From an optimization exercise on the open Yosys and OpenROAD flow, aimed at small area; shortcuts taken in it are not production practice. Where RTL was checked, it was by simulation tests only, not by an equivalence proof against the original. Only the layout flow was run in run 6; the RTL was not checked for function there. Power figures rest on the tool's default switching activity, not on a simulated workload.

==> flow/run.sh <==
#!/bin/bash
# Standard ORFS layout with three changes: yosys/abc buffers are removed at floorplan
# (repair_design re-buffers what needs it), ports get the smallest buffer cell, and
# CTS adds no dummy loads. Each tool's output stays in orfs/logs; make's own output
# goes to standard.log.
set -euo pipefail
export REMOVE_ABC_BUFFERS=1
export BUFFER_PORTS_ARGS="-buffer_cell sky130_fd_sc_hd__buf_1"
export CTS_ARGS="-sink_clustering_enable -repair_clock_nets -sink_clustering_size 30 -sink_clustering_max_diameter 80 -buf_list sky130_fd_sc_hd__clkbuf_16 -dont_use_dummy_load"
bash standard.sh > standard.log 2>&1
==> constraint.sdc <==
create_clock -name core_clock -period 7.0 [get_ports {clk}]
set_input_delay 1.4000 -clock core_clock [delete_from_list [all_inputs] [get_ports {clk}]]
set_output_delay 1.4000 -clock core_clock [all_outputs]
set_load 0.01 [all_outputs]
==> config.mk <==
export PLATFORM = sky130hd
export DESIGN_NAME = bp_top
export DESIGN_NICKNAME = bp_top
export VERILOG_FILES = /design/flow/design.v
export SDC_FILE = /design/flow/constraint.sdc
export NUM_CORES = 4
export LEC_CHECK = 0
export CAP_MARGIN = 20
export CORE_MARGIN = 2
export CORE_UTILIZATION = 60
export CTS_BUF_LIST = sky130_fd_sc_hd__clkbuf_16
export CTS_CLUSTER_DIAMETER = 80
export CTS_CLUSTER_SIZE = 30
export GPL_TIMING_DRIVEN = 0
export SETUP_SLACK_MARGIN = 0.05
export SLEW_MARGIN = 20
==> design.v <==
`timescale 1ns/1ps
package bp_pkg;
	typedef logic [5:0] alu_op_t;
	localparam alu_op_t OP_BEQ = 6'b001011;
	localparam alu_op_t OP_BLT = 6'b001100;
	localparam alu_op_t OP_BGE = 6'b001101;
	localparam int PC_W = 32;
	typedef logic [PC_W-1:0] pc_t;
	localparam int MAX_IDX_W = 8;
	localparam int TAG_W = 4;
	localparam int MAX_HIST = 32;
	typedef logic [1:0] ctr2_t;
	localparam ctr2_t BASE_INIT = 2'd2;
	typedef logic [2:0] ctr3_t;
	localparam ctr3_t CTR3_TAKEN_MIN = 3'd4;
	localparam ctr3_t ALLOC_TAKEN = 3'd4;
	localparam ctr3_t ALLOC_NOT_TAKEN = 3'd3;
	typedef enum logic [1:0] {
		PROV_BASE = 2'd0,
		PROV_T1 = 2'd1,
		PROV_T2 = 2'd2
	} provider_e;
	typedef struct packed {
		logic valid;
		logic [TAG_W-1:0] tag;
		ctr3_t ctr;
	} tage_entry_t;
	typedef struct packed {
		logic hit;
		ctr3_t ctr;
	} tag_lookup_t;
	typedef struct packed {
		logic valid;
		logic [MAX_IDX_W-1:0] base_idx;
		logic [MAX_IDX_W-1:0] t1_idx;
		logic [TAG_W-1:0] t1_tag;
		logic [MAX_IDX_W-1:0] t2_idx;
		logic [TAG_W-1:0] t2_tag;
		provider_e provider;
		logic pred_taken;
		ctr3_t prov_ctr;
	} branch_rec_t;
	function automatic ctr2_t ctr2_next(input ctr2_t c, input logic up);
		if (up && (c != 2'd3))
			ctr2_next = c + 2'd1;
		else if (!up && (c != 2'd0))
			ctr2_next = c - 2'd1;
		else
			ctr2_next = c;
	endfunction
	function automatic ctr3_t ctr3_next(input ctr3_t c, input logic up);
		if (up && (c != 3'd7))
			ctr3_next = c + 3'd1;
		else if (!up && (c != 3'd0))
			ctr3_next = c - 3'd1;
		else
			ctr3_next = c;
	endfunction
	function automatic logic [MAX_IDX_W-1:0] fold_hist(input logic [MAX_HIST-1:0] hist,
			input int len, input int width);
		logic [MAX_IDX_W-1:0] res;
		res = '0;
		for (int i = 0; i < MAX_HIST; i++) begin
			if (i < len)
				res[i % width] = res[i % width] ^ hist[i];
		end
		fold_hist = res;
	endfunction
endpackage
`timescale 1ns/1ps
`timescale 1ns/1ps
`timescale 1ns/1ps
`timescale 1ns/1ps
`timescale 1ns/1ps
`timescale 1ns/1ps
module bp_top (
	input logic clk,
	input logic rst_n,
	input bp_pkg::alu_op_t i_alu_op,
	input bp_pkg::pc_t i_pc,
	input bp_pkg::pc_t i_imm,
	input logic i_resolve,
	input logic i_taken,
	output logic o_pred_taken,
	output bp_pkg::pc_t o_next_pc
);
	logic [15:0] hist_q;
	logic [1:0] base_q [64];
	logic [31:0] t1_v_q;
	logic [3:0] t1_tag_q [32];
	logic [2:0] t1_ctr_q [32];
	logic [31:0] t2_v_q;
	logic [3:0] t2_tag_q [32];
	logic [2:0] t2_ctr_q [32];
	logic rec_v_q;
	logic [5:0] rec_base_idx_q;
	logic [4:0] rec_t1_idx_q;
	logic [3:0] rec_t1_tag_q;
	logic [4:0] rec_t2_idx_q;
	logic [3:0] rec_t2_tag_q;
	logic rec_p1_q;    
	logic rec_p2_q;    
	logic [2:0] rec_ctr_q;
	logic [4:0] f1_idx, f2_idx;
	logic [3:0] f1_tag, f2_tag;
	assign f1_idx = {hist_q[4], hist_q[3], hist_q[2] ^ hist_q[7], hist_q[1] ^ hist_q[6],
		hist_q[0] ^ hist_q[5]};
	assign f1_tag = {hist_q[3] ^ hist_q[7], hist_q[2] ^ hist_q[6], hist_q[1] ^ hist_q[5],
		hist_q[0] ^ hist_q[4]};
	assign f2_idx = {hist_q[4] ^ hist_q[9] ^ hist_q[14],
		hist_q[3] ^ hist_q[8] ^ hist_q[13],
		hist_q[2] ^ hist_q[7] ^ hist_q[12],
		hist_q[1] ^ hist_q[6] ^ hist_q[11],
		hist_q[0] ^ hist_q[5] ^ hist_q[10] ^ hist_q[15]};
	assign f2_tag = {hist_q[3] ^ hist_q[7] ^ hist_q[11] ^ hist_q[15],
		hist_q[2] ^ hist_q[6] ^ hist_q[10] ^ hist_q[14],
		hist_q[1] ^ hist_q[5] ^ hist_q[9] ^ hist_q[13],
		hist_q[0] ^ hist_q[4] ^ hist_q[8] ^ hist_q[12]};
	logic [5:0] base_idx;
	logic [4:0] t1_idx, t2_idx;
	logic [3:0] t1_tag, t2_tag;
	assign base_idx = i_pc[7:2];
	assign t1_idx = i_pc[6:2] ^ f1_idx;
	assign t2_idx = i_pc[6:2] ^ f2_idx;
	assign t1_tag = i_pc[10:7] ^ f1_tag;
	assign t2_tag = i_pc[10:7] ^ f2_tag;
	logic [1:0] base_rd;
	logic [2:0] t1_ctr, t2_ctr;
	logic t1_hit, t2_hit;
	assign base_rd = base_q[base_idx];
	assign t1_ctr = t1_ctr_q[t1_idx];
	assign t2_ctr = t2_ctr_q[t2_idx];
	assign t1_hit = t1_v_q[t1_idx] && (t1_tag_q[t1_idx] == t1_tag);
	assign t2_hit = t2_v_q[t2_idx] && (t2_tag_q[t2_idx] == t2_tag);
	logic is_branch;
	logic prov_dir;
	logic [2:0] prov_ctr;
	assign is_branch = (i_alu_op == bp_pkg::OP_BEQ) || (i_alu_op == bp_pkg::OP_BLT) ||
		(i_alu_op == bp_pkg::OP_BGE);
	always_comb begin
		if (t2_hit)
			prov_ctr = t2_ctr;
		else if (t1_hit)
			prov_ctr = t1_ctr;
		else
			prov_ctr = {1'b0, ~base_rd[1], base_rd[0]};
	end
	assign prov_dir = (t2_hit || t1_hit) ? prov_ctr[2] : prov_ctr[1];
	assign o_pred_taken = is_branch && prov_dir;
	assign o_next_pc = o_pred_taken ? (i_pc + i_imm) : i_pc;
	logic upd, rec_dir, mispred;
	logic base_we, t1_we, t2_we;
	logic [1:0] base_wd;
	logic [2:0] t1_wd, t2_wd;
	logic [2:0] alloc_ctr;
	logic [2:0] step3;
	logic [1:0] step2;
	assign upd = i_resolve && rec_v_q;
	assign rec_dir = (rec_p1_q || rec_p2_q) ? rec_ctr_q[2] : rec_ctr_q[1];
	assign mispred = rec_dir != i_taken;
	assign alloc_ctr = i_taken ? 3'd4 : 3'd3;
	assign step3 = bp_pkg::ctr3_next(rec_ctr_q, i_taken);
	assign step2 = bp_pkg::ctr2_next(rec_ctr_q[1:0], i_taken);
	assign base_we = upd && !rec_p1_q && !rec_p2_q;
	assign t1_we = upd && (rec_p1_q || (!rec_p2_q && mispred));
	assign t2_we = upd && (rec_p2_q || (rec_p1_q && mispred));
	assign base_wd = {~step2[1], step2[0]};
	assign t1_wd = rec_p1_q ? step3 : alloc_ctr;
	assign t2_wd = rec_p2_q ? step3 : alloc_ctr;
	always_ff @(posedge clk or negedge rst_n) begin
		if (!rst_n) begin
			for (int i = 0; i < 64; i++)
				base_q[i] <= 2'd0;
		end else if (base_we) begin
			base_q[rec_base_idx_q] <= base_wd;
		end
	end
	always_ff @(posedge clk or negedge rst_n) begin
		if (!rst_n) begin
			t1_v_q <= '0;
			t2_v_q <= '0;
		end else begin
			for (int i = 0; i < 32; i++) begin
				if (t1_we && (rec_t1_idx_q == 5'(i)))
					t1_v_q[i] <= 1'b1;
				if (t2_we && (rec_t2_idx_q == 5'(i)))
					t2_v_q[i] <= 1'b1;
			end
		end
	end
	always_ff @(posedge clk) begin
		if (t1_we) begin
			t1_tag_q[rec_t1_idx_q] <= rec_t1_tag_q;
			t1_ctr_q[rec_t1_idx_q] <= t1_wd;
		end
		if (t2_we) begin
			t2_tag_q[rec_t2_idx_q] <= rec_t2_tag_q;
			t2_ctr_q[rec_t2_idx_q] <= t2_wd;
		end
	end
	always_ff @(posedge clk or negedge rst_n) begin
		if (!rst_n)
			hist_q <= '0;
		else if (i_resolve)
			hist_q <= {hist_q[14:0], i_taken};
	end
	always_ff @(posedge clk or negedge rst_n) begin
		if (!rst_n)
			rec_v_q <= 1'b0;
		else if (is_branch)
			rec_v_q <= 1'b1;
		else if (i_resolve)
			rec_v_q <= 1'b0;
	end
	always_ff @(posedge clk) begin
		if (is_branch) begin
			rec_base_idx_q <= base_idx;
			rec_t1_idx_q <= t1_idx;
			rec_t1_tag_q <= t1_tag;
			rec_t2_idx_q <= t2_idx;
			rec_t2_tag_q <= t2_tag;
			rec_p1_q <= t1_hit && !t2_hit;
			rec_p2_q <= t2_hit;
			rec_ctr_q <= prov_ctr;
		end
	end
endmodule
==> standard.sh <==
#!/bin/bash
# synth_recipe.tcl (not shown) runs the flow's synth.tcl, then flattens the netlist and writes it again
# the make line also repeats each setting of config.mk as NAME=value (left out here)
make -C /OpenROAD-flow-scripts/flow DESIGN_CONFIG=/design/flow/config.mk WORK_HOME=/design/flow/orfs CLKGATE_MAP_FILE= SYNTH_SCRIPT=/design/flow/synth_recipe.tcl "${@:-finish}"
==> summary.txt, run 1 <==
Clock tree
  • CTS tree: built
  • CTS sink count: about 700
  • TritonCTS Buffers: 31
  • Latest clock arrival within the worst-skew pair: ~660 ps
  • Post-CTS Hold Fix Bufs: 0
  • CTS root buffer: clkbuf_16
  • H-tree levels: 1
  • Clock Tree Buf Depth: 3
  • Reg clk slew, reported paths: 60 ps

Timing
  • Max Slew Vio Count: 0
  • Slew margin rel.: 0.253
  • Min cycle time layout: 6890 ps
  • Worst slew pin tran: approximately 1100 ps
  • RSZ-0062 raised after global routing: true
  • Peak Freq: between 0.1 and 0.15 GHz
  • Setup Viol. Count Final: 0
  • Clk_skew: roughly 100 ps
  • Fin. Hold Viols: 0
  • Setup TNS: 0 ps
  • Share of the clock period used by the worst path after layout: 0.984

Global routing
  • GRT Total Usage: 0.296
  • Vias in the first global route: about 19,000
  • Total gr overflow: 0
  • First-pass GRT wire length: ~120,000 um
  • Largest net degree at the start of global routing: 47
  • Initial antenna violation count: 2

Critical path
  • Element type at the critical path start: input port
  • WP data arrival: around 5500 ps
  • FF-to-FF End: rec_ctr_q[2]
  • Crit Path Category: in -> out
  • RR Startpoint: hist_q[7]
  • Worst EP required: approximately 5600 ps
  • Crit. Startpoint: i_pc[4]
  • Critical Path Sink Type: primary output
  • Critical Path Sink: o_next_pc[31]
  • Worst R2R Setup Slack: roughly 2800 ps
  • Reg2reg path depth: 13
  • Crit-path max FO: 46

Place
  • # port buffers: 106
  • Placer Congestion: around 0.92
  • Detailed Place HPWL: 50,300 um
  • Area after DPL: roughly 32,000 um2

Routing
  • DRC errors left: 0
  • WL/cell: around 25 um
  • Initial DRT Pass Iterations: 6
  • Iteration-0 DRC Markers: roughly 2,400
  • Post-Route WL: just under 80,000 um
  • Vias/cell: roughly 6.4
  • DR vias: 19,900
  • Antenna violation net count after detailed routing: 0

Synthesis
  • Mapped Cells: between 2,000 and 2,500
  • Syn_area_per_cell: around 13 um2
  • Synth async-reset ratio: 0.305
  • Synth Cell Area: approximately 31,000 um2
  • Seq/Total Area, Yosys: 0.638
  • Netlist cell types: 75
  • Post-synth EDFFs: between 400 and 500
  • Primary FF master, synth: edfxtp_1
  • Synthesis Warnings: 2
  • #FFs+latches synth: ~700

Finish
  • Share of cells above drive strength 1: 0.149
  • N_diodes: 0
  • Final nets: 2,556
  • Area delta synth->final: 10.5%
  • Final Cell Area: roughly 34,000 um2

Floorplan
  • CORE AREA: between 50,000 and 60,000 um2
  • Row count: 82
  • Die area: 52,900 um2
  • I/O pins: 107
  • Initial Util: 0.609
  • Chip width: roughly 230 um
  • Die height: approximately 230 um

Power and ir drop
  • Peak supply drop: around 320 uV
  • Gate power share: 0.475
  • Total power: roughly 0.012 W
  • Net Switching: approximately 0.0047 W
  • Power per cell area: between 300 and 400 nW/um2
  • Sw frac: 0.376
  • Clock share of power: 0.158
  • Total internal power: 0.00778 W
  • Flop pwr share: 0.367
  • Leak pwr: ~13 nW

Flow run
  • Max Cap Viol: 0

Run status
  • Status: complete, no violations

Min path
  • Hold/Removal Path Class: reg -> reg
## final cells by class
cell class	count	area, um2
fillers	3668	16400
inverters	35	176
flip-flops and latches	686	19600
repair buffers	190	1670
well taps	672	841
multi-input cells	1500	10800
clock buffers	31	776
repair inverters	2	17.5
## synthesized netlist by cell type (9+ instances only)
cell type,n,area share
nand2b_1,18,0.0037
o21a_1,10,0.0025
a21oi_1,97,0.016
buf_1,10,0.0012
and3_1,16,0.0033
a211oi_1,13,0.0032
mux2_2,32,0.012
nor2b_1,32,0.0065
inv_2,9,0.0011
nor3_1,31,0.0051
nand3_1,59,0.0096
clkbuf_1,65,0.0080
and2_1,17,0.0035
ha_1,35,0.014
a22o_1,10,0.0029
xor2_1,21,0.0060
a21o_1,9,0.0022
mux2i_1,120,0.039
nor2_1,180,0.022
o21ai_1,26,0.0042
buf_2,31,0.0051
inv_1,26,0.0032
dfrtp_1,209,0.17
or2_2,68,0.014
o22ai_1,11,0.0022
edfxtp_1,477,0.47
nand2_1,291,0.036
a22oi_1,24,0.0059
o21ai_0,107,0.017
nand4_1,24,0.0049
a31oi_1,24,0.0049
xnor2_1,41,0.012
mux4_2,79,0.058
a32oi_1,17,0.0049
## layer usage
layer,GRT usage,vias to the layer above,part of all wire
li1,-,8856,-
met4,0.0750,4,0.028
met1,0.458,9947,0.44
met3,0.0456,126,0.084
met2,0.444,934,0.45
met5,0,-,0.00026
## worst min path at each step
stage,end,cells past startpoint,startpoint
6_report,t1_v_q[3],1,t1_v_q[3]
4_1_cts,t1_v_q[3],1,t1_v_q[3]
2_1_floorplan,t1_v_q[9],1,t1_v_q[9]
3_3_place_gp,t1_v_q[2],1,t1_v_q[2]
3_5_place_dp,t1_v_q[11],1,t1_v_q[11]
5_1_grt,t1_v_q[3],1,t1_v_q[3]
## sequential cells by signal, summed over array words and instances, names as in the netlist, 6 cells and up
| name | cells |
|---|---|
| rec_base_idx_q | 6 |
| base_q | 128 |
| t2_tag_q | 128 |
| t2_v_q | 32 |
| t1_ctr_q | 96 |
| t1_tag_q | 128 |
| t1_v_q | 32 |
| t2_ctr_q | 96 |
| hist_q | 16 |
## stage by stage
stage	hold slack (ps)	std cells	util	setup slack, ps
after floorplan	430	2218	-	-3240
after global placement	444	2996	0.624	-8720
after detailed placement	449	3041	0.644	-1890
after CTS	467	3102	0.669	54.1
after global routing	480	3116	0.673	2.19
final	462	3116	0.673	113
## power by group through the flow
stage	clock network (W)	logic, W	registers (W)
final	0.00198	0.00593	0.00458
after global routing	0.00215	0.00626	0.00459
after CTS	0.00201	0.00562	0.00458
after detailed placement	0	0.00509	0.00466
after global placement	0	0.00484	0.00465
after floorplan	0	0.00333	0.00462
## worst max-delay path, cell delays in order
cell       delay [ps]
buf_12            190
xnor3_4           420
xor2_4            270
clkbuf_16         250
inv_16            100
mux2i_1           140
mux4_2            560
o22ai_2           260
a211oi_4           90
xnor2_1           150
or3_1             350
and4bb_4          360
o21ai_4           130
buf_16            180
nor4_4            270
xor2_1            160
buf_2             150
## layout by cell type, fill, tap and decap left out, drive strengths merged, types with 70 or more instances in the layout
| cell | count |
|---|---|
| a21oi | 97 |
| buf | 185 |
| dfrtp | 209 |
| edfxtp | 477 |
| mux2i | 120 |
| mux4 | 79 |
| nand2 | 291 |
| nor2 | 180 |
| o21ai | 135 |
| or2 | 70 |
## timing repair
item	4_1_cts	5_1_grt
endpoints found under the hold margin	0	0
setup buffers	22	10
gates resized for setup	38	15
gates cloned	9	2
endpoints found under the setup margin	33	31
pin swaps	8	5
## cell families after synthesis
kind of cell               share of synthesized area
DFF                                            0.638
AOI/OAI and AO/OA                             0.0806
and+or+nand+nor                                0.114
muxes                                          0.110
xor gates and xnor gates                      0.0225
adders and majority gates                     0.0149
buffers and inverters                         0.0199
==> inputs of run 2 (changes only) <==
--- a/flow/run.sh
+++ b/flow/run.sh
@@ -6,5 +6,5 @@
 set -euo pipefail
 export REMOVE_ABC_BUFFERS=1
-export BUFFER_PORTS_ARGS="-buffer_cell sky130_fd_sc_hd__buf_1"
+export BUFFER_PORTS_ARGS="-buffer_cell sky130_fd_sc_hd__buf_2"
 export CTS_ARGS="-sink_clustering_enable -repair_clock_nets -sink_clustering_size 30 -sink_clustering_max_diameter 80 -buf_list sky130_fd_sc_hd__clkbuf_16 -dont_use_dummy_load"
 bash standard.sh > standard.log 2>&1
==> summary.txt, run 2 <==
Critical path
  • WP data arrival: ~5500 ps
  • WP buf/inv: 5
  • Element type at the critical path start: input port
  • Worst EP required: between 5000 and 6000 ps
  • Critical Path Sink Type: primary output
  • Crit-path slowest cell: xnor3_4
  • CP Cell Sequence: buf_16, xnor3_4, xor2_4, buf_4, and2_2, a32oi_1, and3_1, a31oi_1, and3_1, xor2_1, and4bb_4, o21ai_4, buf_12, buf_16, nor4_4, xor2_1, buf_2
  • Crit-path max FO: 35
  • Crit Path Category: in -> out
  • FF-to-FF End: rec_ctr_q[2]
  • Crit path max-delay family: simple AND/OR/NAND/NOR gates
  • Levels on crit path: 17
  • Crit. Startpoint: i_pc[4]
  • Worst R2R Setup Slack: roughly 2800 ps
  • RR Startpoint: hist_q[5]
  • CP max stage delay: about 450 ps
  • Critical Path Sink: o_next_pc[31]
  • Reg2reg path depth: 14

Clock tree
  • Post-CTS Hold Fix Bufs: 0
  • Clock Tree Buf Depth: 3
  • Reg clk slew, reported paths: roughly 80 ps
  • CTS root buffer: clkbuf_16
  • CTS tree: built
  • H-tree levels: 1
  • TritonCTS Buffers: 31
  • Latest clock arrival within the worst-skew pair: 640 ps
  • CTS sink count: between 600 and 700

Routing
  • DRC errors left: 0
  • WL/cell: between 20 and 25 um
  • DR vias: 19,600
  • Vias/cell: approximately 6.3
  • Antenna violation net count after detailed routing: 0
  • Post-Route WL: 76,400 um
  • Initial DRT Pass Iterations: 6
  • Iteration-0 DRC Markers: roughly 2,100

Timing
  • Fin. Hold Viols: 0
  • Share of the clock period used by the worst path after layout: 0.978
  • Peak Freq: between 0.1 and 0.15 GHz
  • Setup Viol. Count Final: 0
  • Clk_skew: between 60 and 70 ps
  • Worst slew pin tran: about 1100 ps
  • Slew margin rel.: 0.259
  • RSZ-0062 raised after global routing: false
  • Max Slew Vio Count: 0
  • Min cycle time layout: 6850 ps

Floorplan
  • Die area: roughly 53,000 um2
  • Row count: slightly above 80
  • Initial Util: 0.609
  • CORE AREA: 50,300 um2
  • Chip width: between 200 and 250 um
  • Die height: around 230 um
  • I/O pins: roughly 110

Synthesis
  • Netlist cell types: 75
  • Seq/Total Area, Yosys: 0.638
  • Mapped Cells: roughly 2,300
  • #FFs+latches synth: just under 700
  • Post-synth EDFFs: 477
  • Commonest cells post-synth: edfxtp_1 (477), nand2_1 (291), dfrtp_1 (209)
  • Primary FF master, synth: edfxtp_1
  • Synthesis Warnings: 2
  • Count leader, synth: edfxtp_1
  • Synth area leaders: edfxtp_1 (47%), dfrtp_1 (17%), mux4_2 (5.8%), mux2i_1 (3.9%), nand2_1 (3.6%)
  • Syn_area_per_cell: 13.2 um2
  • Synth async-reset ratio: 0.305
  • Post-synth top area cell: edfxtp_1
  • Synth Cell Area: ~31,000 um2
  • Yosys top cell area share: 0.468

Power and ir drop
  • Leak pwr: between 10 and 15 nW
  • Power per cell area: approximately 370 nW/um2
  • Peak supply drop: ~380 uV
  • Total power: roughly 0.013 W

Global routing
  • Largest net degree at the start of global routing: 96
  • Vias in the first global route: between 15,000 and 20,000
  • GRT Total Usage: 0.290
  • Initial antenna violation count: 1
  • Total gr overflow: 0
  • First-pass GRT wire length: around 120,000 um

Place
  • Detailed Place HPWL: between 40,000 and 50,000 um
  • Placer Congestion: roughly 0.91
  • # port buffers: roughly 110
  • Area after DPL: ~32,000 um2

Finish
  • Final Cell Area: approximately 34,000 um2
  • Share of cells above drive strength 1: 0.186
  • Most common cell after layout, fill and taps aside: edfxtp_1
  • Post-layout util: 0.676
  • Area delta synth->final: 10.9%
  • Final nets: between 2,000 and 3,000
  • Commonest non-fill, non-tap cells in the layout: edfxtp_1 (477), nand2_1 (290), dfrtp_1 (209)
  • Largest registers: base_q (128), t1_tag_q (128), t2_tag_q (128)

Run status
  • Status: complete, no violations

Flow run
  • Max Cap Viol: 0

Min path
  • Hold/Removal Path Class: reg -> reg
## run 2: cell counts after synthesis
No cell type changed its count.
## run 2: metal layers
| metal | up-vias | track usage | routed length (um) |
|---|---|---|---|
| met5 | - | 0 | 0 |
| met4 | 0 | 0.0744 | 2160 |
| met3 | 127 | 0.0469 | 6710 |
| met2 | 849 | 0.445 | 34300 |
| met1 | 9769 | 0.439 | 33200 |
| li1 | 8823 | - | - |
## run 2: final cells by class
class	count	area, um2
well taps	672	841
inverters	35	195
clock buffers	31	776
fillers	3600	16300
repair buffers	183	1740
flip-flops and latches	686	19600
diodes	1	2.50
repair inverters	2	17.5
multi-input cells	1500	10800
## run 2: how the worst min path moves through the flow
stage / start / end / slack (ps) / depth (start not counted)
final: t1_v_q[2] / t1_v_q[2] / 470 / 1
after global routing: t2_v_q[15] / t2_v_q[15] / 480 / 1
after CTS: t1_v_q[9] / t1_v_q[9] / 470 / 1
after detailed placement: t2_v_q[16] / t2_v_q[16] / 450 / 1
after global placement: t2_v_q[19] / t2_v_q[19] / 440 / 1
after floorplan: t1_v_q[9] / t1_v_q[9] / 430 / 1
## run 2: power breakdown
part	switching, W	internal, W	total [W]	leakage (nW)
registers	0.000113	0.00446	0.00457	7.16
logic	0.00344	0.00269	0.00613	5.44
clock network	0.00117	0.000788	0.00196	0.382
total	0.00472	0.00794	0.0127	13.0
## run 2: cells by family after synthesis
kind of cell	Yosys count	synth area share
adder cells (fa/ha/maj)	36	0.0149
AO/OA/AOI/OAI	399	0.0806
buffers and inverters	146	0.0199
flip-flops	686	0.638
XOR/XNOR	69	0.0225
multiplexers	233	0.110
AND/OR/NAND/NOR	760	0.114
## run 2: through the flow
stage | setup WS [ps] | setup TNS [ps] | hold slack [ps] | cells
floorplan | -3240 | -105450 | 430 | 2218
global placement | -8140 | -292670 | 443 | 2996
detailed placement | -1910 | -57570 | 449 | 3032
CTS | 55.4 | 0 | 469 | 3093
global route | 46.0 | 0 | 482 | 3109
finish | 151 | 0 | 467 | 3110
## run 2: worst reg2reg max path: stages (launching register included)
cell and delay, ps:
dfrtp_1 550, xnor3_4 620, xor2_4 220, buf_16 170
inv_16 70, buf_16 130, buf_4 160, buf_12 110
mux4_2 540, a32oi_1 160, and3_1 270, xor2_1 360
nand4_1 340, nand2b_1 200, o22ai_1 80
## run 2: timing repair
item | 4_1_cts | 5_1_grt
cloned | 7 | 3
resized for setup | 46 | 13
buffers inserted | 23 | 9
endpoints found under the setup margin | 33 | 14
pin swaps | 9 | 9
==> inputs of run 3 (changes only) <==
--- a/flow/run.sh
+++ b/flow/run.sh
@@ -6,5 +6,5 @@
 set -euo pipefail
 export REMOVE_ABC_BUFFERS=1
-export BUFFER_PORTS_ARGS="-buffer_cell sky130_fd_sc_hd__buf_2"
+export BUFFER_PORTS_ARGS="-buffer_cell sky130_fd_sc_hd__buf_1"
 export CTS_ARGS="-sink_clustering_enable -repair_clock_nets -sink_clustering_size 30 -sink_clustering_max_diameter 80 -buf_list sky130_fd_sc_hd__clkbuf_16 -dont_use_dummy_load"
 bash standard.sh > standard.log 2>&1
--- a/config.mk
+++ b/config.mk
@@ -6,5 +6,5 @@
 export NUM_CORES = 4
 export LEC_CHECK = 0
-export CAP_MARGIN = 20
+export CAP_MARGIN = 0
 export CORE_MARGIN = 2
 export CORE_UTILIZATION = 60
@@ -14,3 +14,3 @@
 export GPL_TIMING_DRIVEN = 0
 export SETUP_SLACK_MARGIN = 0.05
-export SLEW_MARGIN = 20
+export SLEW_MARGIN = 0
==> summary.txt, run 3 <==
Synthesis
  • Syn_area_per_cell: between 10 and 15 um2
  • #FFs+latches synth: between 600 and 700
  • Post-synth EDFFs: 477
  • Primary FF master, synth: edfxtp_1
  • Mapped Cells: roughly 2,300
  • Synth Cell Area: about 31,000 um2
  • Count leader, synth: edfxtp_1
  • Seq/Total Area, Yosys: 0.638
  • Synth area leaders: edfxtp_1 (47%), dfrtp_1 (17%), mux4_2 (5.8%), mux2i_1 (3.9%), nand2_1 (3.6%)
  • Synthesis Warnings: 2
  • Yosys top cell area share: 0.468
  • Synth async-reset ratio: 0.305
  • Post-synth top area cell: edfxtp_1
  • Commonest cells post-synth: edfxtp_1 (477), nand2_1 (291), dfrtp_1 (209)
  • Netlist cell types: between 70 and 80

Timing
  • Fin. Hold Viols: 0
  • Slew margin rel.: 0.0755
  • Setup Viol. Count Final: 0
  • Worst slew pin tran: roughly 1400 ps
  • Setup TNS: 0 ps
  • Max Slew Vio Count: 0
  • Worst hold slack: 458 ps
  • Clk_skew: 69.3 ps
  • Share of the clock period used by the worst path after layout: 0.976
  • Peak Freq: around 0.15 GHz
  • Min cycle time layout: around 6800 ps
  • RSZ-0062 raised after global routing: false

Critical path
  • CP Cell Sequence: buf_16, xnor3_4, xor2_4, inv_8, buf_16, mux4_2, a22o_4, a211oi_4, xnor2_1, or3_1, and4bb_4, o21ai_4, buf_12, nor4_4, xor2_1, clkbuf_2
  • Worst R2R Setup Slack: around 2800 ps
  • WP data arrival: about 5400 ps
  • Crit-path slowest cell: mux4_2
  • Element type at the critical path start: input port
  • Crit Path Category: in -> out
  • Crit-path max FO: 19
  • WP buf/inv: 5
  • CP most frequent cell: buf_16
  • Crit path max-delay family: XOR/XNOR gates
  • Critical Path Sink Type: primary output
  • CP max stage delay: around 500 ps
  • Worst EP required: ~5600 ps

Power and ir drop
  • Peak supply drop: between 300 and 400 uV
  • Power per cell area: 372 nW/um2
  • Total power: 0.0126 W
  • Leak pwr: roughly 13 nW

Routing
  • Antenna violation net count after detailed routing: 0
  • Iteration-0 DRC Markers: between 2,000 and 2,500
  • DR vias: slightly below 20,000
  • DRC errors left: 0
  • Initial DRT Pass Iterations: 6
  • Vias/cell: between 6 and 7
  • WL/cell: ~25 um
  • Post-Route WL: roughly 80,000 um

Place
  • # port buffers: about 110
  • Placer Congestion: 0.925
  • Area after DPL: between 30,000 and 40,000 um2
  • Detailed Place HPWL: 49,400 um

Floorplan
  • Row count: between 80 and 90
  • Chip width: 230 um
  • CORE AREA: 50,300 um2
  • Die area: 52,900 um2
  • Die height: roughly 230 um
  • I/O pins: approximately 110
  • Initial Util: 0.609

Global routing
  • Met3 usage: 0.0464
  • M2 GR Usage: 0.454
  • Met1 Usage GRT: 0.456
  • Initial antenna violation count: 0
  • First-pass GRT wire length: between 100,000 and 150,000 um
  • Total gr overflow: 0
  • Vias in the first global route: 19,200
  • Largest net degree at the start of global routing: 47
  • Busiest grt layer: met1
  • GRT Total Usage: 0.299

Finish
  • Post-layout util: 0.673
  • Final nets: 2,547
  • Fillers: about 3,700
  • Final Cell Area: ~34,000 um2
  • Largest registers: base_q (128), t1_tag_q (128), t2_tag_q (128)
  • Commonest non-fill, non-tap cells in the layout: edfxtp_1 (477), nand2_1 (291), dfrtp_1 (209)
  • Area delta synth->final: 10.4%
  • N_diodes: 0
  • Most common cell after layout, fill and taps aside: edfxtp_1
  • Share of cells above drive strength 1: 0.145

Clock tree
  • CTS sink count: around 690
  • Latest clock arrival within the worst-skew pair: 580 ps
  • Reg clk slew, reported paths: around 40 ps
  • H-tree levels: 2
  • CTS root buffer: clkbuf_16
  • CTS tree: built
  • Clock Tree Buf Depth: 3
  • TritonCTS Buffers: 34

Min path
  • Hold/Removal Path Class: reg -> reg

Run status
  • Status: complete, no violations

Flow run
  • Max Cap Viol: 0
run 3: cell types whose count changed in the layout (fill, tap and decap cells not counted), sizes merged:
cell | previous run | this run
buf | 178 | 168
bufbuf | 3 | 7
clkbuf | 33 | 36
diode | 1 | 0
xor2 | 23 | 24
run 3: cells by family (layout without fill, tap and decap cells):
group	count (synthesis)	after routing	share of synthesized area
multiplexers	233	233	0.110
flip-flops	686	686	0.638
AND/OR/NAND/NOR	760	760	0.114
adder cells (fa/ha/maj)	36	36	0.0149
XOR/XNOR	69	72	0.0225
AO/OA/AOI/OAI	399	400	0.0806
buffers and inverters	146	248	0.0199
run 3: final cells by class:
type,instances,area (um2),share of cell area
Multi-Input combinational cell,1501,10900,0.321
Tap cell,672,841,0.0249
Clock buffer,34,851,0.0252
Inverter,35,189,0.00559
Timing Repair inverter,2,15.0,0.000444
Sequential cell,686,19600,0.578
Timing Repair Buffer,177,1520,0.0450
run 3: final timing paths:
| check | start | end | depth (start not counted) |
|---|---|---|---|
| max in group asynchronous | rst_n | t2_v_q[9] | 4 |
| min | t1_v_q[19] | t1_v_q[19] | 1 |
| max | i_pc[2] | o_next_pc[31] | 16 |
| min reg2reg | t1_v_q[19] | t1_v_q[19] | 1 |
| min in group asynchronous | rst_n | t1_v_q[0] | 1 |
| max reg2reg | hist_q[10] | rec_ctr_q[2] | 13 |
run 3: timing repair:
action | 4_1_cts | 5_1_grt
hold endpoints to repair | 0 | 0
cloned | 12 | 2
gates resized for setup | 54 | 17
hold buffers | 0 | 0
setup endpoints to repair | 33 | 29
pin swaps | 8 | 7
buffers inserted | 15 | 16
run 3: worst register-to-register path, stage by stage (launching register included):
cell	delay (ps)
dfrtp_1	440
xor2_1	750
xor2_4	280
inv_8	150
buf_4	260
bufbuf_16	390
mux2i_1	210
a32oi_1	70
a31oi_1	230
and3_1	310
xor2_2	260
nand4_1	320
nand2b_1	200
o22ai_1	90
run 3: layer usage:
metal,routed length [um],part of all wire
met2,35700,0.46
met5,0,0
met3,6400,0.082
met4,1880,0.024
met1,34000,0.44
run 3: where the power goes:
group | internal, W | switching [W]
logic | 0.00255 | 0.00338
clock network | 0.000874 | 0.00120
registers | 0.00446 | 0.000121
run 3: through the flow:
stage               setup slack (ps)  cells
floorplan                      -3240   2218
global placement               -8720   2996
detailed placement             -2300   3028
CTS                             56.3   3089
global route                    55.3   3107
finish                           170   3107
==> inputs of run 4 (changes only) <==
--- a/flow/run.sh
+++ b/flow/run.sh
@@ -7,4 +7,4 @@
 export REMOVE_ABC_BUFFERS=1
 export BUFFER_PORTS_ARGS="-buffer_cell sky130_fd_sc_hd__buf_1"
-export CTS_ARGS="-sink_clustering_enable -repair_clock_nets -sink_clustering_size 30 -sink_clustering_max_diameter 80 -buf_list sky130_fd_sc_hd__clkbuf_16 -dont_use_dummy_load"
+export CTS_ARGS="-sink_clustering_enable -repair_clock_nets -sink_clustering_size 20 -sink_clustering_max_diameter 50 -buf_list sky130_fd_sc_hd__clkbuf_8 -dont_use_dummy_load"
 bash standard.sh > standard.log 2>&1
==> summary.txt, run 4 <==
Power and ir drop
  • Peak supply drop: around 280 uV
  • Leak pwr: around 13 nW
  • Power per cell area: around 370 nW/um2

Clock tree
  • Reg clk slew, reported paths: approximately 70 ps
  • H-tree levels: 2
  • CTS tree: built
  • CTS root buffer: clkbuf_8
  • Latest clock arrival within the worst-skew pair: ~720 ps
  • CTS sink count: about 700
  • TritonCTS Buffers: 59
  • Clock Tree Buf Depth: 3

Critical path
  • Crit Path Category: in -> out
  • Element type at the critical path start: input port
  • Worst EP required: around 5600 ps
  • WP buf/inv: 5
  • Critical Path Sink Type: primary output
  • CP most frequent cell: buf_16
  • Crit path max-delay family: simple AND/OR/NAND/NOR gates
  • WP data arrival: approximately 5400 ps
  • Crit-path max FO: 19
  • CP Cell Sequence: buf_16, xnor3_4, xor2_4, inv_8, buf_16, mux4_2, a22o_1, a211oi_4, xnor2_1, or3_1, and4bb_4, o21ai_4, buf_12, nor4_4, xor2_1, clkbuf_2
  • Crit-path slowest cell: mux4_2
  • CP max stage delay: just under 600 ps

Finish
  • FF/Latch Area: approximately 20,000 um2
  • Post-Layout Cell Count: roughly 3,100
  • Post-layout util: 0.671
  • Area of the multi-input gates: approximately 11,000 um2
  • Commonest non-fill, non-tap cells in the layout: edfxtp_1 (477), nand2_1 (291), dfrtp_1 (209)
  • Final nets: about 2,600
  • Share of cells above drive strength 1: 0.153
  • Final Cell Area: 33,800 um2
  • Largest registers: base_q (128), t1_tag_q (128), t2_tag_q (128)
  • Most common cell after layout, fill and taps aside: edfxtp_1
  • Area delta synth->final: 10.2%
  • Fillers: ~3,700

Synthesis
  • Netlist cell types: 75
  • Synth async-reset ratio: 0.305
  • Primary FF master, synth: edfxtp_1
  • Synth area leaders: edfxtp_1 (47%), dfrtp_1 (17%), mux4_2 (5.8%), mux2i_1 (3.9%), nand2_1 (3.6%)
  • Syn_area_per_cell: 13.2 um2
  • #FFs+latches synth: approximately 690
  • Synth Cell Area: approximately 30,000 um2
  • Seq/Total Area, Yosys: 0.638
  • Yosys top cell area share: 0.468
  • Post-synth top area cell: edfxtp_1
  • Count leader, synth: edfxtp_1
  • Commonest cells post-synth: edfxtp_1 (477), nand2_1 (291), dfrtp_1 (209)
  • Post-synth EDFFs: roughly 480
  • Synthesis Warnings: 2
  • Mapped Cells: between 2,000 and 2,500

Routing
  • Iteration-0 DRC Markers: 2,339
  • Post-Route WL: a little under 80,000 um
  • Antenna violation net count after detailed routing: 0
  • DR vias: approximately 20,000
  • Vias/cell: approximately 6.4
  • DRC errors left: 0
  • WL/cell: between 20 and 30 um
  • Initial DRT Pass Iterations: 5

Place
  • Placer Congestion: 0.925
  • # port buffers: around 110
  • Detailed Place HPWL: 49,400 um
  • Placed Instances: between 3,000 and 4,000
  • Area after DPL: roughly 32,000 um2

Global routing
  • First-pass GRT wire length: approximately 120,000 um
  • GRT Total Usage: 0.298
  • Initial antenna violation count: 0
  • Total gr overflow: 0
  • Vias in the first global route: roughly 19,000
  • Largest net degree at the start of global routing: 47

Timing
  • Peak Freq: 0.146 GHz
  • Slew margin rel.: 0.0913
  • Share of the clock period used by the worst path after layout: 0.977
  • Fin. Hold Viols: 0
  • RSZ-0062 raised after global routing: true
  • Min cycle time layout: between 6000 and 7000 ps
  • Setup Viol. Count Final: 0
  • Max Slew Vio Count: 0
  • Clk_skew: 64.7 ps
  • Worst slew pin tran: 1350 ps

Floorplan
  • Chip width: around 230 um
  • Initial Util: 0.609
  • CORE AREA: between 50,000 and 60,000 um2
  • Die height: between 200 and 250 um
  • Row count: 82
  • Die area: 52,900 um2
  • I/O pins: 107

Run status
  • Status: complete, no violations

Min path
  • Hold/Removal Path Class: reg -> reg

Flow run
  • Max Cap Viol: 0
## run 4: cell count changes in the layout (fill, tap and decap cells not counted), moves of 2 or more
cell / previous run / this run
buf_4: 32 / 28
clkbuf_8: 0 / 59
buf_6: 5 / 7
clkbuf_16: 35 / 2
## run 4: timing repair
item,CTS,global route
setup buffers,14,14
hold buffers,0,0
gates resized for setup,52,17
gates cloned,11,4
pin swaps,7,8
endpoints found under the setup margin,33,32
## run 4: where the power goes
| part | switching, W | internal [W] | leakage (nW) | total, W |
|---|---|---|---|---|
| registers | 0.000120 | 0.00446 | 7.16 | 0.00458 |
| clock network | 0.00124 | 0.000747 | 0.424 | 0.00199 |
| logic | 0.00343 | 0.00249 | 5.12 | 0.00592 |
| total | 0.00479 | 0.00770 | 12.7 | 0.0125 |
## run 4: layer usage
layer | up-vias | routed length (um) | GRT usage
met3 | 158 | 7180 | 0.0521
li1 | 8872 | - | -
met5 | - | 0 | 0
met4 | 0 | 2330 | 0.0877
met2 | 968 | 35300 | 0.445
met1 | 9933 | 33600 | 0.455
## run 4: kinds of logic (layout without fill, tap and decap cells)
kind of cell	after synthesis	count (layout)	synth area share
adders and majority gates	36	36	0.0149
muxes	233	233	0.110
buffers and inverters	146	271	0.0199
and+or+nand+nor	760	760	0.114
AOI/OAI and AO/OA	399	400	0.0806
other	0	1	0
xor gates and xnor gates	69	72	0.0225
DFF	686	686	0.638
## run 4: final timing paths
kind	slack, ps	from	end	cells past startpoint
worst max-delay path	160	i_pc[2]	o_next_pc[31]	16
worst min-delay path	470	t2_v_q[22]	t2_v_q[22]	1
worst max register to register	2860	hist_q[7]	rec_ctr_q[2]	13
worst min register to register	470	t2_v_q[22]	t2_v_q[22]	1
max in group asynchronous	5140	rst_n	t2_v_q[8]	4
min in group asynchronous	710	rst_n	t1_v_q[0]	1
## run 4: area by class of cell
| cell class | count | area share |
|---|---|---|
| Timing Repair Buffer | 174 | 0.0440 |
| Timing Repair inverter | 3 | 0.000778 |
| Antenna cell | 1 | 0.0000741 |
| Sequential cell | 686 | 0.579 |
| Multi-Input combinational cell | 1501 | 0.321 |
| Inverter | 35 | 0.00582 |
| Clock buffer | 59 | 0.0241 |
| Tap cell | 672 | 0.0249 |
## run 4: through the flow
stage / worst slack (ps) / hold slack [ps] / total power, W / setup TNS, ps
5_1_grt: 31.8 / 485 / 0.0130 / 0
3_3_place_gp: -8720 / 444 / 0.00949 / -1525330
4_1_cts: 56.3 / 468 / 0.0122 / 0
6_report: 163 / 466 / 0.0125 / 0
2_1_floorplan: -3240 / 430 / 0.00795 / -105450
3_5_place_dp: -2300 / 449 / 0.00958 / -66950
==> inputs of run 5 (changes only) <==
--- a/flow/run.sh
+++ b/flow/run.sh
@@ -7,4 +7,4 @@
 export REMOVE_ABC_BUFFERS=1
 export BUFFER_PORTS_ARGS="-buffer_cell sky130_fd_sc_hd__buf_1"
-export CTS_ARGS="-sink_clustering_enable -repair_clock_nets -sink_clustering_size 20 -sink_clustering_max_diameter 50 -buf_list sky130_fd_sc_hd__clkbuf_8 -dont_use_dummy_load"
+export CTS_ARGS="-sink_clustering_enable -repair_clock_nets -sink_clustering_size 40 -sink_clustering_max_diameter 60 -buf_list sky130_fd_sc_hd__clkbuf_16 -dont_use_dummy_load"
 bash standard.sh > standard.log 2>&1
--- a/config.mk
+++ b/config.mk
@@ -8,8 +8,5 @@
 export CAP_MARGIN = 0
 export CORE_MARGIN = 2
-export CORE_UTILIZATION = 60
-export CTS_BUF_LIST = sky130_fd_sc_hd__clkbuf_16
-export CTS_CLUSTER_DIAMETER = 80
-export CTS_CLUSTER_SIZE = 30
+export CORE_UTILIZATION = 70
 export GPL_TIMING_DRIVEN = 0
 export SETUP_SLACK_MARGIN = 0.05
==> summary.txt, run 5 <==
Synthesis
  • Synthesis Warnings: 2
  • XOR/XNOR share of the synthesized area: 0.0225
  • Proportion of synthesized area in mux cells: 0.110
  • Post-Synth Adder-Cell Area: 0.0149
  • Netlist cell types: 75
  • Synth area leaders: edfxtp_1 (47%), dfrtp_1 (17%), mux4_2 (5.8%), mux2i_1 (3.9%), nand2_1 (3.6%)
  • Compound-cell area share of the yosys netlist: 0.0806
  • Simple-gate share of the synthesized area: 0.114
  • Seq/Total Area, Yosys: 0.638
  • #FFs+latches synth: between 600 and 700
  • Synth async-reset ratio: 0.305
  • Commonest cells post-synth: edfxtp_1 (477), nand2_1 (291), dfrtp_1 (209)
  • Post-synth EDFFs: between 400 and 500
  • Synth Cell Area: 30,600 um2
  • Post-synth top area cell: edfxtp_1
  • Syn_area_per_cell: 13.2 um2
  • Count leader, synth: edfxtp_1
  • Yosys top cell area share: 0.468
  • Largest family of logic cells by synthesized area: simple AND/OR/NAND/NOR gates
  • Mapped Cells: approximately 2,300
  • Primary FF master, synth: edfxtp_1

Routing
  • Initial DRT Pass Iterations: 6
  • DR vias: slightly above 20,000
  • Vias/cell: around 6.7
  • WL/cell: around 26 um
  • DRC errors left: 0
  • Post-Route WL: ~78,000 um
  • Antenna violation net count after detailed routing: 0
  • Iteration-0 DRC Markers: around 2,800

Floorplan
  • Chip width: 213 um
  • Initial Util: 0.710
  • CORE AREA: around 43,000 um2
  • Die area: about 45,000 um2
  • I/O pins: 107
  • Row count: 76
  • Die height: between 200 and 250 um

Power and ir drop
  • Leak pwr: ~13 nW
  • Power per cell area: roughly 380 nW/um2
  • Peak supply drop: 299 uV

Timing
  • Slew margin rel.: 0.0540
  • Clk_skew: between 60 and 70 ps
  • Fin. Hold Viols: 0
  • Worst slew pin tran: approximately 1400 ps
  • Max Slew Vio Count: 0
  • Min cycle time layout: a little under 7000 ps
  • RSZ-0062 raised after global routing: false
  • Setup Viol. Count Final: 0
  • Share of the clock period used by the worst path after layout: 0.981
  • Peak Freq: 0.146 GHz

Critical path
  • Worst EP required: 5600 ps
  • WP data arrival: 5470 ps
  • Crit Path Category: in -> out
  • Worst R2R Setup Slack: roughly 2700 ps
  • FF-to-FF End: rec_ctr_q[2]
  • Crit-path max FO: 46
  • Element type at the critical path start: input port
  • Critical Path Sink Type: primary output
  • RR Startpoint: hist_q[10]
  • Reg2reg path depth: 12

Min path
  • Hold/Removal Path Class: reg -> reg
  • HP Start: t1_v_q[25]
  • Worst hold path depth: 1
  • Worst Hold Path EP: t1_v_q[25]

Place
  • Area after DPL: about 32,000 um2
  • Detailed Place HPWL: approximately 49,000 um
  • Placer Congestion: 0.922
  • # port buffers: between 100 and 150

Global routing
  • Initial antenna violation count: 0
  • GRT Total Usage: 0.349
  • First-pass GRT wire length: 117,000 um
  • Total gr overflow: 0
  • Vias in the first global route: about 20,000
  • Largest net degree at the start of global routing: 47

Clock tree
  • Clock Tree Buf Depth: 3
  • TritonCTS Buffers: 39
  • CTS root buffer: clkbuf_16
  • CTS tree: built
  • H-tree levels: 2
  • Latest clock arrival within the worst-skew pair: slightly above 600 ps
  • Reg clk slew, reported paths: 90 ps
  • CTS sink count: around 700

Finish
  • N_diodes: 0
  • Commonest non-fill, non-tap cells in the layout: edfxtp_1 (477), nand2_1 (290), dfrtp_1 (209)
  • Final Cell Area: ~34,000 um2
  • Post-layout util: 0.781
  • Final nets: ~2,600
  • Most common cell after layout, fill and taps aside: edfxtp_1
  • Fillers: approximately 2,600
  • Area of the multi-input gates: 10,800 um2
  • Largest registers: base_q (128), t1_tag_q (128), t2_tag_q (128)
  • FF/Latch Area: 19,600 um2
  • Share of cells above drive strength 1: 0.145
  • Area delta synth->final: 10.1%

Run status
  • Status: complete, no violations

Flow run
  • Max Cap Viol: 0
[run 5: final cells by class]
cell class / count / share of cell area
tap: 585 / 0.0217
multi-input combinational: 1501 / 0.321
timing repair inverter: 2 / 0.000445
sequential: 686 / 0.580
clock buffer: 39 / 0.0289
timing repair buffer: 176 / 0.0423
inverter: 35 / 0.00553
[run 5: repair_timing]
item,4_1_cts,5_1_grt
gates cloned,11,1
hold endpoints to repair,0,0
resized for setup,43,22
pin swaps,8,8
hold buffers,0,0
setup buffers,19,19
endpoints found under the setup margin,33,32
[run 5: worst max-delay path by stage]
stage	from	endpoint	slack, ps
6_report	i_pc[4]	o_next_pc[31]	130
4_1_cts	i_pc[3]	o_next_pc[31]	40
5_1_grt	i_pc[4]	o_next_pc[31]	50
3_3_place_gp	i_pc[4]	o_next_pc[9]	-8430
3_5_place_dp	i_pc[2]	o_next_pc[31]	-2340
2_1_floorplan	i_pc[4]	o_next_pc[0]	-3240
[run 5: where the power goes]
part / internal, W / total (W) / switching [W]
Combinational: 0.00251 / 0.00596 / 0.00345
Clock: 0.000994 / 0.00220 / 0.00121
Sequential: 0.00446 / 0.00459 / 0.000130
[run 5: kinds of logic after synthesis]
family	Yosys count
xor gates and xnor gates	69
DFF	686
muxes	233
and+or+nand+nor	760
adders and majority gates	36
AOI/OAI and AO/OA	399
buffers and inverters	146
[run 5: worst max-delay path, cell delays in order]
cell and delay (ps):
buf_12 200, xnor3_4 430, xor2_4 200, buf_12 150, inv_16 170, mux2i_1 130, mux4_2 560, o22ai_2 230
a211oi_4 80, xnor2_1 170, or3_1 400, and4bb_1 340, o21ai_4 130, buf_12 230, nor4_4 270, xor2_1 160
buf_2 140
[run 5: layer usage]
| layer | track usage | vias up | share of wire |
|---|---|---|---|
| li1 | - | 8845 | - |
| met1 | 0.515 | 10000 | 0.40 |
| met2 | 0.537 | 1202 | 0.46 |
| met3 | 0.0594 | 170 | 0.11 |
| met4 | 0.123 | 0 | 0.031 |
| met5 | 0 | - | 0 |
[run 5: stage by stage]
stage | power [W] | hold WS (ps) | std cells | worst slack [ps] | TNS [ps]
floorplan | 0.00795 | 430 | 2218 | -3240 | -105450
global placement | 0.00939 | 444 | 2909 | -8430 | -1474160
detailed placement | 0.00951 | 448 | 2935 | -2340 | -66100
CTS | 0.0123 | 469 | 3004 | 41.4 | 0
global route | 0.0132 | 485 | 3024 | 50.0 | 0
finish | 0.0128 | 468 | 3024 | 132 | 0
==> inputs of run 6 (changes only) <==
--- a/design.v
+++ b/design.v
@@ -69,6 +69,41 @@
 endpackage
 `timescale 1ns/1ps
-`timescale 1ns/1ps
-`timescale 1ns/1ps
+module bp_fold (
+	input logic [15:0] i_hist,
+	output logic [4:0] o_f1_idx,
+	output logic [3:0] o_f1_tag,
+	output logic [4:0] o_f2_idx,
+	output logic [3:0] o_f2_tag
+);
+	assign o_f1_idx = bp_pkg::fold_hist(32'(i_hist[7:0]), 8, 5);
+	assign o_f1_tag = bp_pkg::fold_hist(32'(i_hist[7:0]), 8, 4);
+	assign o_f2_idx = bp_pkg::fold_hist(32'(i_hist), 16, 5);
+	assign o_f2_tag = bp_pkg::fold_hist(32'(i_hist), 16, 4);
+endmodule
+`timescale 1ns/1ps
+`timescale 1ns/1ps
+module bp_dec5 (
+	input logic [4:0] i_a,
+	input logic [4:0] i_b,
+	output logic [31:0] o_y
+);
+	logic [4:0] idx;
+	assign idx = i_a ^ i_b;
+	always_comb begin
+		for (int i = 0; i < 32; i++)
+			o_y[i] = (idx == 5'(i));
+	end
+endmodule
+module bp_aor32 (
+	input logic [31:0] i_sel,
+	input logic [255:0] i_d,
+	output logic [7:0] o_y
+);
+	always_comb begin
+		o_y = '0;
+		for (int i = 0; i < 32; i++)
+			o_y = o_y | ({8{i_sel[i]}} & i_d[i*8 +: 8]);
+	end
+endmodule
 `timescale 1ns/1ps
 `timescale 1ns/1ps
@@ -104,17 +139,11 @@
 	logic [4:0] f1_idx, f2_idx;
 	logic [3:0] f1_tag, f2_tag;
-	assign f1_idx = {hist_q[4], hist_q[3], hist_q[2] ^ hist_q[7], hist_q[1] ^ hist_q[6],
-		hist_q[0] ^ hist_q[5]};
-	assign f1_tag = {hist_q[3] ^ hist_q[7], hist_q[2] ^ hist_q[6], hist_q[1] ^ hist_q[5],
-		hist_q[0] ^ hist_q[4]};
-	assign f2_idx = {hist_q[4] ^ hist_q[9] ^ hist_q[14],
-		hist_q[3] ^ hist_q[8] ^ hist_q[13],
-		hist_q[2] ^ hist_q[7] ^ hist_q[12],
-		hist_q[1] ^ hist_q[6] ^ hist_q[11],
-		hist_q[0] ^ hist_q[5] ^ hist_q[10] ^ hist_q[15]};
-	assign f2_tag = {hist_q[3] ^ hist_q[7] ^ hist_q[11] ^ hist_q[15],
-		hist_q[2] ^ hist_q[6] ^ hist_q[10] ^ hist_q[14],
-		hist_q[1] ^ hist_q[5] ^ hist_q[9] ^ hist_q[13],
-		hist_q[0] ^ hist_q[4] ^ hist_q[8] ^ hist_q[12]};
+	bp_fold u_fold (
+		.i_hist(hist_q),
+		.o_f1_idx(f1_idx),
+		.o_f1_tag(f1_tag),
+		.o_f2_idx(f2_idx),
+		.o_f2_tag(f2_tag)
+	);
 	logic [5:0] base_idx;
 	logic [4:0] t1_idx, t2_idx;
@@ -128,9 +157,22 @@
 	logic [2:0] t1_ctr, t2_ctr;
 	logic t1_hit, t2_hit;
+	logic [31:0] t1_sel, t2_sel;
+	logic [255:0] t1_flat, t2_flat;
+	logic [7:0] t1_ent, t2_ent;
+	always_comb begin
+		for (int i = 0; i < 32; i++) begin
+			t1_flat[i*8 +: 8] = {t1_v_q[i], t1_tag_q[i], t1_ctr_q[i]};
+			t2_flat[i*8 +: 8] = {t2_v_q[i], t2_tag_q[i], t2_ctr_q[i]};
+		end
+	end
+	bp_dec5 u_t1_dec (.i_a(i_pc[6:2]), .i_b(f1_idx), .o_y(t1_sel));
+	bp_dec5 u_t2_dec (.i_a(i_pc[6:2]), .i_b(f2_idx), .o_y(t2_sel));
+	bp_aor32 u_t1_rd (.i_sel(t1_sel), .i_d(t1_flat), .o_y(t1_ent));
+	bp_aor32 u_t2_rd (.i_sel(t2_sel), .i_d(t2_flat), .o_y(t2_ent));
 	assign base_rd = base_q[base_idx];
-	assign t1_ctr = t1_ctr_q[t1_idx];
-	assign t2_ctr = t2_ctr_q[t2_idx];
-	assign t1_hit = t1_v_q[t1_idx] && (t1_tag_q[t1_idx] == t1_tag);
-	assign t2_hit = t2_v_q[t2_idx] && (t2_tag_q[t2_idx] == t2_tag);
+	assign t1_ctr = t1_ent[2:0];
+	assign t2_ctr = t2_ent[2:0];
+	assign t1_hit = t1_ent[7] && (t1_ent[6:3] == t1_tag);
+	assign t2_hit = t2_ent[7] && (t2_ent[6:3] == t2_tag);
 	logic is_branch;
 	logic prov_dir;
--- a/flow/run.sh
+++ b/flow/run.sh
@@ -7,4 +7,4 @@
 export REMOVE_ABC_BUFFERS=1
 export BUFFER_PORTS_ARGS="-buffer_cell sky130_fd_sc_hd__buf_1"
-export CTS_ARGS="-sink_clustering_enable -repair_clock_nets -sink_clustering_size 40 -sink_clustering_max_diameter 60 -buf_list sky130_fd_sc_hd__clkbuf_16 -dont_use_dummy_load"
+export CTS_ARGS="-sink_clustering_enable -repair_clock_nets -sink_clustering_size 30 -sink_clustering_max_diameter 80 -buf_list sky130_fd_sc_hd__clkbuf_16 -dont_use_dummy_load"
 bash standard.sh > standard.log 2>&1
--- a/config.mk
+++ b/config.mk
@@ -8,6 +8,10 @@
 export CAP_MARGIN = 0
 export CORE_MARGIN = 2
-export CORE_UTILIZATION = 70
+export CORE_UTILIZATION = 60
+export CTS_BUF_LIST = sky130_fd_sc_hd__clkbuf_16
+export CTS_CLUSTER_DIAMETER = 80
+export CTS_CLUSTER_SIZE = 30
 export GPL_TIMING_DRIVEN = 0
 export SETUP_SLACK_MARGIN = 0.05
 export SLEW_MARGIN = 0
+export SYNTH_HIERARCHICAL = 1
==> summary.txt, run 6 <==
Run status
  • Status: finished with violations
  • Failing Checks: setup timing

Critical path
  • Element type at the critical path start: input port
  • WP data arrival: about 5600 ps
  • Critical Path Sink Type: primary output
  • Crit-path slowest cell: or4_1
  • Worst EP required: between 5000 and 6000 ps
  • CP Cell Sequence: buf_4, buf_12, xor2_1, nand3_1, nor2_2, a22oi_1, nand4_1, or4_1, xor2_1, nor3_2, nand3_2, o21ai_2, a21o_2, a21oi_4, buf_12, buf_16, nor4_2, xor2_1, buf_1
  • CP max stage delay: roughly 630 ps
  • CP most frequent cell: xor2_1
  • Crit-path max FO: 32
  • Crit Path Category: in -> out

Synthesis
  • Synth area leaders: edfxtp_1 (48%), dfrtp_1 (17%), a22oi_1 (6.7%), nor2_1 (2.9%), nand2_1 (2.4%)
  • Synth Cell Area: between 30,000 and 40,000 um2
  • Count leader, synth: edfxtp_1
  • Synth async-reset ratio: 0.305
  • Post-synth EDFFs: 477
  • Post-synth top area cell: edfxtp_1
  • Mapped Cells: roughly 2,400
  • Syn_area_per_cell: about 12 um2
  • #FFs+latches synth: 686
  • Seq/Total Area, Yosys: 0.650
  • Commonest cells post-synth: edfxtp_1 (477), a22oi_1 (269), nor2_1 (231)
  • Primary FF master, synth: edfxtp_1
  • Synthesis Warnings: 11
  • Yosys top cell area share: 0.476
  • Netlist cell types: 76

Power and ir drop
  • Leak pwr: about 12 nW
  • Sw frac: 0.359
  • Flop pwr share: 0.465
  • Gate power share: 0.338
  • Power per cell area: 301 nW/um2
  • Total power: 0.00986 W
  • Net Switching: approximately 0.0035 W
  • Clock share of power: 0.196
  • Total internal power: roughly 0.0063 W
  • Peak supply drop: roughly 210 uV

Finish
  • Most common cell after layout, fill and taps aside: edfxtp_1
  • Area delta synth->final: 8.83%
  • Largest registers: base_q (128), t1_tag_q (128), t2_tag_q (128)
  • Final nets: 2,565
  • Commonest non-fill, non-tap cells in the layout: edfxtp_1 (477), a22oi_1 (263), dfrtp_1 (208)
  • Share of cells above drive strength 1: 0.128
  • Fillers: approximately 3,800

Timing
  • Share of the clock period used by the worst path after layout: 1.00
  • Worst hold slack: between 400 and 500 ps
  • Clk_skew: about 93 ps
  • Slew margin rel.: 0.168
  • Setup Viol. Count Final: 1
  • Peak Freq: around 0.14 GHz
  • RSZ-0062 raised after global routing: true
  • Worst slew pin tran: between 1000 and 1500 ps
  • Max Slew Vio Count: 0
  • Worst setup margin: -22.5 ps
  • Min cycle time layout: about 7000 ps
  • Fin. Hold Viols: 0

Global routing
  • Largest net degree at the start of global routing: 42
  • GRT Total Usage: 0.303
  • First-pass GRT wire length: 121,000 um
  • Total gr overflow: 0
  • Vias in the first global route: about 20,000
  • Initial antenna violation count: 5

Floorplan
  • Die height: around 230 um
  • I/O pins: around 110
  • Row count: 82
  • Initial Util: 0.603
  • CORE AREA: about 50,000 um2
  • Die area: 52,000 um2
  • Chip width: approximately 230 um

Routing
  • WL/cell: around 25 um
  • Antenna violation net count after detailed routing: 0
  • DRC errors left: 0
  • DR vias: between 20,000 and 25,000
  • Iteration-0 DRC Markers: 2,108
  • Vias/cell: roughly 6.5
  • Post-Route WL: roughly 79,000 um
  • Initial DRT Pass Iterations: 8

Place
  • # port buffers: approximately 110
  • Detailed Place HPWL: approximately 54,000 um
  • Placer Congestion: 0.960

Clock tree
  • Clock Tree Buf Depth: 3
  • CTS sink count: between 600 and 700
  • Latest clock arrival within the worst-skew pair: 640 ps
  • Post-CTS Hold Fix Bufs: 0
  • TritonCTS Buffers: 30
  • H-tree levels: 1
  • CTS root buffer: clkbuf_16
  • CTS tree: built
  • Reg clk slew, reported paths: ~50 ps

Flow run
  • Max Cap Viol: 0

Min path
  • Hold/Removal Path Class: reg -> reg
-- run 6: changes by cell type after synthesis, moves of 14 or more --
cell,previous run,this run
a22oi_1,24,269
buf_6,1,22
mux2i_1,120,8
mux4_2,79,0
nand2_1,291,196
nand3_1,59,45
nand4_1,24,76
nor2_1,180,231
o21ai_0,107,132
o21ai_1,26,1
or4_1,1,16
xor2_1,21,56
-- run 6: what timing repair did --
item                                    4_1_cts  5_1_grt
gates resized for setup                      97       47
pin swaps                                     6       13
buffers inserted                              6       15
gates cloned                                  4        0
endpoints found under the setup margin       33       30
-- run 6: power groups by stage --
stage	registers (W)	logic (W)	clock network, W
finish	0.00458	0.00333	0.00194
global route	0.00460	0.00352	0.00208
CTS	0.00457	0.00300	0.00196
detailed placement	0.00466	0.00262	0
global placement	0.00465	0.00255	0
floorplan	0.00462	0.00160	0
-- run 6: worst paths after layout --
| kind | startpoint | slack (ps) | cells past startpoint | end |
|---|---|---|---|---|
| worst max-delay path | i_pc[5] | -20 | 19 | o_next_pc[31] |
| worst min-delay path | t1_v_q[27] | 470 | 1 | t1_v_q[27] |
| worst max register to register | hist_q[0] | 2660 | 13 | rec_ctr_q[0] |
| worst min register to register | t1_v_q[27] | 470 | 1 | t1_v_q[27] |
| max in group asynchronous | rst_n | 5320 | 4 | t1_v_q[27] |
| min in group asynchronous | rst_n | 630 | 1 | t2_v_q[23] |
-- run 6: modules after synthesis, one instance, submodules excluded --
module,flops+latches,cell area [um2],cells,times used
bp_aor32,0,1450,200,2
bp_dec5,0,263,54,2
bp_fold,0,216,25,1
bp_top,686,26500,1877,1
-- run 6: cell families after synthesis --
kind of cell,synth area share
simple gates,0.123
flops,0.650
compound gates,0.140
buf+inv,0.0292
xor+xnor,0.0285
mux,0.0145
fa+ha+maj,0.0152
-- run 6: worst max-delay path, delay by kind of cell --
family,cells,cell delay (ps)
buffers and inverters,5,910
AO/OA/AOI/OAI,4,570
XOR/XNOR,3,510
AND/OR/NAND/NOR,7,2180
-- run 6: final cells by class --
type | count | area (um2) | share of cell area
tap | 672 | 841 | 0.0257
inverter | 20 | 75.1 | 0.00229
sequential | 686 | 19600 | 0.597
timing repair buffer | 154 | 1160 | 0.0354
clock buffer | 30 | 751 | 0.0229
antenna | 2 | 5.00 | 0.000153
multi-input combinational | 1563 | 10400 | 0.316
-- run 6: through the flow --
stage	cell area, um2	utilization	setup slack, ps	std cells	setup TNS [ps]
floorplan	29300	-	259	2268	0
CTS	32400	0.649	56.2	3109	0
global route	32700	0.657	-93.9	3125	-93.9
detailed placement	31100	0.624	-994	3069	-28480
finish	32700	0.657	-22.5	3127	-22.5
global placement	30500	0.612	-6220	3046	-1416090
-- run 6: metal layers --
| layer | vias up | track usage | share of wire |
|---|---|---|---|
| li1 | 9142 | - | - |
| met1 | 10200 | 0.444 | 0.43 |
| met2 | 848 | 0.473 | 0.46 |
| met3 | 143 | 0.0483 | 0.082 |
| met4 | 4 | 0.0923 | 0.031 |
| met5 | - | 0 | 0.00042 |

## port drivers added, routing unchanged
Ports are ideal in the flow. The routed layouts listed here were re-timed in OpenROAD.
Step 1: set_driving_cell puts a clkbuf_16 on clk and a buf_2 on each other input, an assumption about the parent block.
Step 2 also shifts input and output timing later by t, the mid clock arrival at the registers, as if the neighbouring blocks saw the same clock.
a / b / c = no drivers / after step 1 / after step 2; a / b = the first two.
run	t (ns)	setup WS [ns]	worst slew at a driven data input, ns
run 1	0.674	0.113 / 0.048 / 0.048	0.09
run 2	0.671	0.151 / 0.028 / 0.028	0.15
run 3	0.614	0.170 / 0.029 / 0.029	0.14
run 4	0.746	0.163 / 0.015 / 0.015	0.16
run 5	0.641	0.132 / 0.012 / 0.012	0.13
run 6	0.653	-0.022 / -0.046 / -0.046	0.08
The setup slack of run 4, which loses most, moves by -0.148 ns with the drivers and by -0.148 ns with both steps.
